Source: an optimization exercise on an open RTL-to-GDS flow (aim: small area, a short achievable clock period and few clock cycles per item). Production flows keep margins and buffers that such runs may drop. The RTL was checked by simulation tests, not by an equivalence proof against the original design.

==> flow/design.v <==
module muldiv_unit (
    input  logic        clk,
    input  logic        rst,
    input  logic        start_i,
    input  logic [1:0]  op_i,
    input  logic [31:0] a_i,
    input  logic [31:0] b_i,
    input  logic        cancel_i,
    output logic        busy_o,
    output logic        done_o,
    output logic [31:0] hi_o,
    output logic [31:0] lo_o,
    output logic        divzero_o
);
    typedef enum logic [2:0] {IDLE = 3'd0, MUL = 3'd1, NORM = 3'd2, DIV = 3'd3, FIX = 3'd4} state_e;
    state_e       state_q;
    logic [5:0]   cnt_q;      
    logic [1:0]   last_q;     
    logic         hx_q;       
    logic         pb_q;       
    logic [31:0]  hi_q, lo_q;
    logic [32:0]  d_q;        
    logic         sgn_q, negq_q, negr_q, done_q, dz_q;
    assign busy_o    = !cancel_i && (start_i || (state_q != IDLE));
    assign done_o    = done_q;
    assign divzero_o = dz_q;
    assign hi_o      = hi_q;
    assign lo_o      = lo_q;
    function automatic logic [1:0] last_chunk(input logic [31:0] x, input logic sgn);
        logic [31:0] e;
        e = sgn ? (x ^ {32{x[31]}}) : x;
        if (e[31:8] == '0 && !(sgn && e[7]))        last_chunk = 2'd0;
        else if (e[31:16] == '0 && !(sgn && e[15])) last_chunk = 2'd1;
        else if (e[31:24] == '0 && !(sgn && e[23])) last_chunk = 2'd2;
        else                                        last_chunk = 2'd3;
    endfunction
    function automatic logic [5:0] clz(input logic [31:0] x);
        clz = 6'd32;
        for (int i = 0; i < 32; i++) if (x[i]) clz = 6'(31 - i);
    endfunction
    function automatic logic [5:0] mag_clz(input logic [31:0] x, input logic sgn);
        logic neg, pow2;
        neg  = sgn && x[31];
        pow2 = (x[30:0] & ~x[31:1]) == '0;
        mag_clz = clz(neg ? ~x : x) - 6'(neg && pow2);
    endfunction
    function automatic logic [83:0] csa(input logic [41:0] x, input logic [41:0] y,
                                        input logic [41:0] z);
        logic [41:0] c;
        c   = (x & y) | (x & z) | (y & z);
        csa = {c[40:0], 1'b0, x ^ y ^ z};
    endfunction
    function automatic logic [31:0] neg(input logic [31:0] x);
        neg = ~x + 32'd1;
    endfunction
    logic        sgn_s, swap_s, small_s;
    logic [1:0]  la_s, lb_s;
    logic [5:0]  za_s, zb_s, sh_s;
    always_comb begin
        sgn_s   = !op_i[0];
        la_s    = last_chunk(a_i, sgn_s);
        lb_s    = last_chunk(b_i, sgn_s);
        swap_s  = la_s < lb_s;
        za_s    = mag_clz(a_i, sgn_s);
        zb_s    = mag_clz(b_i, sgn_s);
        small_s = za_s > zb_s;
        sh_s    = zb_s - za_s;
    end
    logic               mlast_s;
    logic signed [34:0] row_s [4];
    logic [3:0]         rneg_s;
    logic signed [41:0] macc_s;
    logic [64:0]        mfull_s;
    logic [63:0]        mres_s;
    logic [8:0]         bw_s;
    logic [41:0]        op_s [6];
    logic [41:0]        ss_s [4];
    logic [41:0]        cs_s [4];
    always_comb begin
        mlast_s = (cnt_q[1:0] == last_q);
        bw_s    = {lo_q[7:0], pb_q};
        for (int i = 0; i < 4; i++) begin
            logic [2:0] t;
            logic [34:0] m;
            t = bw_s[2*i +: 3];
            rneg_s[i] = t[2] & ~(t[1] & t[0]);
            case (t)
                3'b001, 3'b010, 3'b101, 3'b110: m = {{2{d_q[32]}}, d_q};
                3'b011, 3'b100:                 m = {d_q[32], d_q, 1'b0};
                default:                        m = '0;
            endcase
            row_s[i] = m ^ {35{rneg_s[i]}};
        end
        op_s[0] = {{9{hx_q}}, hi_q};
        op_s[1] = {{7{row_s[0][34]}}, row_s[0]};
        op_s[2] = {{5{row_s[1][34]}}, row_s[1], 2'b00};
        op_s[3] = {{3{row_s[2][34]}}, row_s[2], 4'b0000};
        op_s[4] = {{1{row_s[3][34]}}, row_s[3], 6'b000000};
        op_s[5] = ((mlast_s && !sgn_q && lo_q[7]) ? {{1{d_q[32]}}, d_q, 8'd0} : 42'd0)
                | {35'd0, rneg_s[3], 1'b0, rneg_s[2], 1'b0, rneg_s[1], 1'b0, rneg_s[0]};
        {cs_s[0], ss_s[0]} = csa(op_s[0], op_s[1], op_s[2]);
        {cs_s[1], ss_s[1]} = csa(op_s[3], op_s[4], op_s[5]);
        {cs_s[2], ss_s[2]} = csa(ss_s[0], cs_s[0], ss_s[1]);
        {cs_s[3], ss_s[3]} = csa(ss_s[2], cs_s[2], cs_s[1]);
        macc_s = ss_s[3] + cs_s[3];
        mfull_s = {macc_s[40:0], lo_q[31:8]};
        case (mlast_s ? last_q : 2'd3)
            2'd3:    mres_s = mfull_s[63:0];
            2'd2:    mres_s = {{7{mfull_s[64]}}, mfull_s[64:8]};
            2'd1:    mres_s = {{15{mfull_s[64]}}, mfull_s[64:16]};
            default: mres_s = {{23{mfull_s[64]}}, mfull_s[64:24]};
        endcase
    end
    logic [31:0] nhi_s, nlo_s, mb_s;
    always_comb begin
        nhi_s = neg(hi_q);
        nlo_s = neg((state_q == FIX) ? lo_q : d_q[31:0]);
        mb_s  = (sgn_q && d_q[31]) ? nlo_s : d_q[31:0];
    end
    logic [32:0] df1_s, df2_s;
    logic [31:0] r1_s, r2_s;
    logic        ge1_s, ge2_s;
    always_comb begin
        df1_s = {1'b0, hi_q} - {1'b0, d_q[31:0]};
        ge1_s = !df1_s[32];
        r1_s  = ge1_s ? df1_s[31:0] : hi_q;
        df2_s = {1'b0, r1_s} - {2'b0, d_q[31:1]};
        ge2_s = !df2_s[32];
        r2_s  = ge2_s ? df2_s[31:0] : r1_s;
    end
    always_ff @(posedge clk) begin
        if (rst) begin
            state_q <= IDLE;
            done_q  <= 1'b0;
            dz_q    <= 1'b0;
        end else begin
            done_q <= 1'b0;
            dz_q   <= 1'b0;
            case (state_q)
                IDLE: begin
                    if (start_i && !cancel_i) begin
                        sgn_q <= sgn_s;
                        if (!op_i[1]) begin
                            state_q <= MUL;
                            cnt_q   <= '0;
                            hx_q    <= 1'b0;
                            pb_q    <= 1'b0;
                            hi_q    <= '0;
                            if (swap_s) begin
                                last_q <= la_s;
                                lo_q   <= a_i;
                                d_q    <= {sgn_s & b_i[31], b_i};
                            end else begin
                                last_q <= lb_s;
                                lo_q   <= b_i;
                                d_q    <= {sgn_s & a_i[31], a_i};
                            end
                        end else begin
                            hi_q   <= a_i;
                            lo_q   <= (b_i == '0) ? '1 : '0;
                            d_q    <= {1'b0, b_i};
                            cnt_q  <= sh_s;
                            negq_q <= sgn_s && (a_i[31] ^ b_i[31]);
                            negr_q <= sgn_s && a_i[31];
                            if (b_i == '0 || small_s) begin
                                done_q <= 1'b1;
                                dz_q   <= (b_i == '0);
                            end else begin
                                state_q <= NORM;
                            end
                        end
                    end
                end
                MUL: begin
                    if (cancel_i) begin
                        state_q <= IDLE;
                    end else begin
                        {hi_q, lo_q} <= mres_s;
                        hx_q         <= macc_s[40];
                        pb_q         <= lo_q[7];
                        cnt_q        <= cnt_q + 6'd1;
                        if (mlast_s) begin
                            done_q  <= 1'b1;
                            state_q <= IDLE;
                        end
                    end
                end
                NORM: begin
                    if (cancel_i) begin
                        state_q <= IDLE;
                    end else begin
                        if (negr_q) hi_q <= nhi_s;
                        d_q     <= {1'b0, mb_s << cnt_q[4:0]};
                        state_q <= DIV;
                    end
                end
                DIV: begin
                    if (cancel_i) begin
                        state_q <= IDLE;
                    end else begin
                        if (cnt_q == 6'd0) begin
                            hi_q <= r1_s;
                            lo_q <= {lo_q[30:0], ge1_s};
                        end else begin
                            hi_q <= r2_s;
                            lo_q <= {lo_q[29:0], ge1_s, ge2_s};
                        end
                        d_q   <= {3'b0, d_q[31:2]};
                        cnt_q <= cnt_q - 6'd2;
                        if (cnt_q <= 6'd1) begin
                            if (negq_q || negr_q) begin
                                state_q <= FIX;
                            end else begin
                                done_q  <= 1'b1;
                                state_q <= IDLE;
                            end
                        end
                    end
                end
                FIX: begin
                    if (cancel_i) begin
                        state_q <= IDLE;
                    end else begin
                        if (negr_q) hi_q <= nhi_s;
                        if (negq_q) lo_q <= nlo_s;
                        done_q  <= 1'b1;
                        state_q <= IDLE;
                    end
                end
                default: state_q <= IDLE;
            endcase
        end
    end
endmodule
==> flow/run.sh <==
#!/bin/bash
# synth_recipe.tcl (not shown) runs the flow's synth.tcl, then flattens the netlist and writes it again
# the make line also repeats each setting of config.mk as NAME=value (left out here)
make -C /OpenROAD-flow-scripts/flow DESIGN_CONFIG=/design/flow/config.mk WORK_HOME=/design/flow/orfs CLKGATE_MAP_FILE= SYNTH_SCRIPT=/design/flow/synth_recipe.tcl finish
==> flow/config.mk <==
export PLATFORM = sky130hd
export DESIGN_NAME = muldiv_unit
export DESIGN_NICKNAME = muldiv_unit
export VERILOG_FILES = /design/flow/design.v
export SDC_FILE = /design/flow/constraint.sdc
export NUM_CORES = 4
export LEC_CHECK = 0
export CAP_MARGIN = 20
export CORE_MARGIN = 2
export CORE_UTILIZATION = 40
export SLEW_MARGIN = 20
==> flow/constraint.sdc <==
create_clock -name core_clock -period 10.5 [get_ports {clk}]
set_input_delay 2.1000 -clock core_clock [delete_from_list [all_inputs] [get_ports {clk}]]
set_output_delay 2.1000 -clock core_clock [all_outputs]
set_load 0.01 [all_outputs]
==> out/results.ini, run 1 <==
[timing]
final.min_clock_period_ns=8.60
worst_pin_slew_ns=1.22
rsz0062_at_grt=false
relSlewSlack_pct=17.5
fin_setup_tns_ns=0
clock.fmax_ghz=0.116
skew_ns=0.0174
whs_ns=0.688
slew_viol_final=0
fin_ws_ns=1.90
hold_viol=0
fin_crit_sh_pct=81.9
setup-violations-final=0

[die]
die_area_sq_um=72200
core_sq_um=69700
start_util_pct=40.2
die_y_um=269
io_pins=137
rows=97
die_w_um=269

[clock_network]
path_clk_slew_ns=0.06
cts-hold-fix-buffers=0
postCtsSetupRepairBufs=0
cts_max_path_buffers=2
clock_latency_ns=0.48
clock-sinks=115
cts_made_buffers=17
cts_tree=built
cts_root_buf=clkbuf_16
cts-htree-levels=4
ctsResizeCount=0

[drt]
ant_nets=0
remaining_drc_errors=0
wire_per_inst_um=29.5
firstDrtPassIters=7
via_per_inst=6.69
vias=30900
drt_iter0_markers=4470
wl_um=136000

[placement]
routabilityCongestion=1.04
dpl_worst_slack_ns=1.90
io_buffers=136
dp_hpwl_um=103000

[yosys]
syn-num-nets=4104
synth_top_area_share_pct=11.8
ys.flop_type=edfxtp_1
synth_cell_types=96
synthAdderAreaFrac_pct=16.5
async_flop_share_pct=0
ys_ff_latch=115
synth.area.mux_share_pct=6.39
synth_top_family_by_area=compound AO/OA/AOI/OAI gates
yosys.area_share.simple_pct=18.3
synth-seq-area-share_pct=12.1
synth_edf_count=110
syn_area_sq_um=28000
synth.area.top_cells=edfxtp_1, fa_1, xnor2_1
synth_xor_area_share_pct=9.56
syn_inst=3748
synth_compound_area_share_pct=29.2
yosysWarnings=5
synth_top_cell_by_area=edfxtp_1
syn_avg_cell_area_sq_um=7.48

[layout]
area_growth_pct=9.29
final_nets=4024
drive_gt1_share_pct=5.54
utilization_pct=44.0
final_cell_mix=a21oi_1, nand2_1, nor2_1

[global_route]
antenna_found_initial=7
grt_max_degree=74
grt_util_all_layers_pct=37.3
grt_pass1_wl_um=198000
grt_pass1_vias=29100
grt_overflow=0

[run]
maxCapViolations=0

[setup_path]
endpoint_kind=register
start_kind=register
reg2regPathDepth=25
cp.arrival_ns=8.90
critPathKind=reg -> reg
reg2reg_to=hi_q[18]
crit-reg2reg-launch=lo_q[1]
crit_fanout=25
critical_path_required_ns=10.80
reg2reg_slack_ns=1.90

[hold_path]
worst_hold_path.endpoint=state_q[2]
hold_depth=2
hold_path.class=reg -> reg
hold_start=negq_q

[run_status]
status=no timing/DRC/antenna violations

==> metal layers <==
layer  global-route usage [%]  part of all wire, %  wire length (um)  up-vias
met5                        0                0.028                38        -
met4                     28.2                  9.0             12300        6
met3                     9.21                   12             16500      520
met2                     55.6                   42             57500     2212
met1                     46.4                   37             50200    14700
li1                         -                    -                 -    13500
==> layout make-up <==
type / count / area, sq um
multi-input cells: 3059 / 22500
clock inverters: 15 / 134
diodes: 2 / 5.00
well taps: 940 / 1180
repair buffers: 220 / 1990
inverters: 255 / 957
fillers: 7172 / 39000
flip-flops and latches: 115 / 3400
clock buffers: 17 / 425
==> worst max-delay path: stages (launching register included) <==
cell and delay, ns:
edfxtp_1 0.59, inv_1 0.08, ha_1 0.98, nand2_1 0.14
xor2_1 0.20, fa_1 0.53, inv_1 0.05, fa_1 0.49
inv_1 0.04, ha_1 0.27, ha_1 0.16, inv_1 0.06
fa_1 0.45, nor2b_1 0.13, o21ai_0 0.15, a21boi_0 0.41
o2111ai_1 0.29, a211oi_1 0.65, o2111ai_1 0.30, a2111oi_0 0.54
buf_4 0.23, or2_2 0.14, xor2_1 0.10, a21oi_1 0.77
o21ai_0 0.43, o211ai_1 0.21
==> cells in the mapped netlist, drive strengths merged, types with 90 or more instances <==
cell type,number
nor2,283
edfxtp,110
a22oi,147
o21ai,252
fa,141
clkbuf,267
nor3,90
inv,252
nand3,99
xnor2,246
nand2,283
mux2i,136
a21oi,284
ha,145
==> flip-flops by register name, indices dropped and copies added, names as in the netlist <==
register / count
cnt_q: 6
hx_q: 1
lo_q: 32
negr_q: 1
state_q: 3
pb_q: 1
negq_q: 1
done_q: 1
hi_q: 32
sgn_q: 1
dz_q: 1
last_q: 2
d_q: 33
==> kinds of logic (layout without fill, tap and decap cells) <==
| kind of cell | Yosys count | count (layout) |
|---|---|---|
| mux | 165 | 165 |
| compound gates | 1238 | 1238 |
| flops | 115 | 115 |
| fa+ha+maj | 286 | 286 |
| simple gates | 1064 | 1064 |
| other cells | 0 | 2 |
| buf+inv | 574 | 507 |
| xor+xnor | 306 | 306 |
==> worst max-delay path by stage <==
stage                     startpoint       end  slack (ns)  cells after the start
after floorplan              lo_q[4]  hi_q[28]        3.84                     22
after global placement       a_i[31]    done_q        2.02                     25
after detailed placement     a_i[31]    done_q        1.90                     25
after CTS                    lo_q[1]  hi_q[18]        2.07                     25
after global routing         lo_q[1]  hi_q[18]        1.46                     25
final                        lo_q[1]  hi_q[18]        1.90                     25
==> through the flow <==
step                      cells  cell area (sq um)
after floorplan            3748              28000
after global placement     4588              30100
after detailed placement   4588              30100
after CTS                  4620              30600
after global routing       4621              30600
final                      4623              30600
Testbench counts, summed over its fixed seeds: cycles 9,632, items 2,400.
==> inputs of run 2 (changes only) <==
--- a/flow/config.mk
+++ b/flow/config.mk
@@ -9,3 +9,4 @@
 export CORE_MARGIN = 2
-export CORE_UTILIZATION = 40
+export CORE_UTILIZATION = 55
+export SETUP_SLACK_MARGIN = 4
 export SLEW_MARGIN = 20
==> out/results.ini, run 2 <==
[timing]
skew_ns=0.0205
relSlewSlack_pct=25.5
clock.fmax_ghz=0.145
fin_setup_tns_ns=0
worst_pin_slew_ns=1.11
fin_crit_sh_pct=65.6
final.min_clock_period_ns=6.89
setup-violations-final=0
hold_viol=0
rsz0062_at_grt=true
whs_ns=0.764
slew_viol_final=0

[clock_network]
cts-htree-levels=4
cts_tree=built
clock-sinks=115
path_clk_slew_ns=0.07
cts-hold-fix-buffers=0
cts_made_buffers=17
clock_latency_ns=0.52
cts_max_path_buffers=2
cts_root_buf=clkbuf_16

[die]
die_area_sq_um=52800
die_y_um=230
rows=82
die_w_um=230
start_util_pct=55.8
core_sq_um=50300
io_pins=137

[placement]
dp_hpwl_um=101000
place_area_sq_um=29600
routabilityCongestion=1.09
io_buffers=136

[yosys]
yosysWarnings=5
synth_cell_types=96
syn_area_sq_um=28000
synth_top_cell_by_area=edfxtp_1
synth.area.top_cells=edfxtp_1, fa_1, xnor2_1
ys_ff_latch=115
synth_top_area_share_pct=11.8
syn_avg_cell_area_sq_um=7.48
synth-seq-area-share_pct=12.1
synth_common_cells=a21oi_1, nand2_1, nor2_1, clkbuf_1, inv_1
ys.flop_type=edfxtp_1
syn_inst=3748
async_flop_share_pct=0
syn-num-nets=4104
synth_edf_count=110

[drt]
wl_um=148000
remaining_drc_errors=0
firstDrtPassIters=8
drt_iter0_markers=5756
vias=34000
via_per_inst=7.53
wire_per_inst_um=32.7
ant_nets=0

[layout]
reg_top3=d_q (33), hi_q (32), lo_q (32)
largest_register_ffs=33
final_nets=4174
final_cell_mix=nand2_1, nor2_1, a21oi_1
regMostFlops=d_q
drive_gt1_share_pct=14.9
utilization_pct=65.9
num-fill-cells=4240
area_growth_pct=18.3
final_common_cell=nand2_1
final_area_sq_um=33100

[setup_path]
critical_path_required_ns=10.73
start_kind=register
critPathKind=reg -> reg
endpoint_kind=register
cp.arrival_ns=7.11
crit_fanout=6

[global_route]
grt_pass1_vias=31300
antenna_found_initial=8
grt_pass1_wl_um=206000
grt_overflow=0
grt_util_all_layers_pct=52.5
grt_max_degree=65

[run_status]
status=no timing/DRC/antenna violations

[hold_path]
hold_path.class=reg -> reg

[run]
maxCapViolations=0

run 2: cell types whose count changed in the layout (fill, tap and decap cells not counted), moves of 14 or more:
| cell | delta |
|---|---|
| buf_4 | +105 |
| o21ai_1 | +21 |
| a21oi_2 | +15 |
| buf_12 | +14 |
| o21ai_0 | -32 |
| clkdlybuf4s50_1 | -36 |
| ha_4 | +20 |
| a22oi_2 | +31 |
| a22oi_1 | -31 |
| ha_1 | -30 |
| a21oi_1 | -22 |
| clkbuf_2 | +17 |
| buf_6 | +15 |
run 2: final timing paths:
check,start,endpoint,slack (ns),depth (start not counted)
max,lo_q[1],hi_q[7],3.61,22
min,negq_q,state_q[2],0.76,2
min reg2reg,negq_q,state_q[2],0.76,2
max reg2reg,lo_q[1],hi_q[7],3.61,22
run 2: through the flow:
stage / std cells / setup WS [ns]
2_1_floorplan: 3748 / 4.05
3_3_place_gp: 4301 / 2.30
3_5_place_dp: 4301 / 2.11
4_1_cts: 4412 / 4.00
5_1_grt: 4503 / 3.66
6_report: 4512 / 3.61
run 2: logic make-up (layout without fill, tap and decap cells):
group / Yosys count / count (layout) / share of synthesized area (%)
compound gates: 1238 / 1240 / 29.2
fa+ha+maj: 286 / 286 / 16.5
other cells: 0 / 9 / 0
xor+xnor: 306 / 306 / 9.56
mux: 165 / 173 / 6.39
simple gates: 1064 / 1066 / 18.3
flops: 115 / 115 / 12.1
buf+inv: 574 / 645 / 7.83
run 2: worst max-delay path: stages (launching register included):
cell	delay, ns
edfxtp_1	0.50
buf_6	0.17
ha_4	0.21
mux2_4	0.38
a22oi_2	0.17
xnor2_1	0.16
fa_1	0.48
fa_1	0.52
inv_2	0.05
fa_1	0.57
ha_4	0.24
a21oi_2	0.20
o21ai_1	0.14
a21o_1	0.22
a21o_1	0.22
a2111o_1	0.46
a31oi_4	0.24
o31a_1	0.25
o211ai_1	0.29
a21oi_2	0.35
xnor2_4	0.13
a22oi_2	0.49
o211ai_1	0.18
run 2: layout make-up:
class                      count  area, sq um  share of cell area, %
timing repair buffer         357         3260                   9.83
antenna                        9         22.5                 0.0679
multi-input combinational   3071        24100                   72.7
clock buffer                  21          440                   1.33
tap                          672          841                   2.54
clock inverter                11         88.8                  0.268
sequential                   115         3400                   10.3
timing repair inverter         1         5.00                 0.0151
inverter                     255          976                   2.94
run 2: per-layer routing:
metal | vias to the layer above | GRT usage, % | part of all wire [%]
li1 | 13800 | - | -
met1 | 15900 | 61.1 | 33
met2 | 3256 | 76.1 | 40
met3 | 999 | 21.5 | 16
met4 | 10 | 41.8 | 11
met5 | - | 0.276 | 0.074
run 2: repair_timing:
item	in CTS	in global routing
gates resized for setup	162	294
setup buffers	69	82
gates cloned	10	8
pin swaps	27	95
endpoints found under the setup margin	106	58

-- static timing again, ports no longer ideal --
No port has a modelled driver above. Below, the same layouts with a new extraction and two added sets of constraints. Step 1 (the two cells are an assumption about what drives the block):
set clk [get_ports {clk}]
set_driving_cell -lib_cell sky130_fd_sc_hd__clkbuf_16 $clk
set_driving_cell -lib_cell sky130_fd_sc_hd__buf_2 [delete_from_list [all_inputs] $clk]
Step 2 times the ports against the registers' clock, not the clock port: input delays grow and output delays shrink by t, the midpoint of the rising clock arrivals with the driver on. a / b / c = ideal / step 1 / step 2; a / b = the first two.
| run | t, ns | setup WS [ns] | worst setup path after step 2 | worst slew at a driven data input, ns | pins driven straight from the clock port |
|---|---|---|---|---|---|
| run 1 | 0.532 | 1.900 / 1.900 / 1.747 | input to register | 0.05 | 1 |
| run 2 | 0.575 | 3.613 / 3.613 / 3.539 | input to register | 0.20 | 1 |
After both steps setup and hold are still met in every run listed. The setup slack of run 1, which loses most, moves by 0.000 ns with the drivers and by -0.153 ns with both steps.
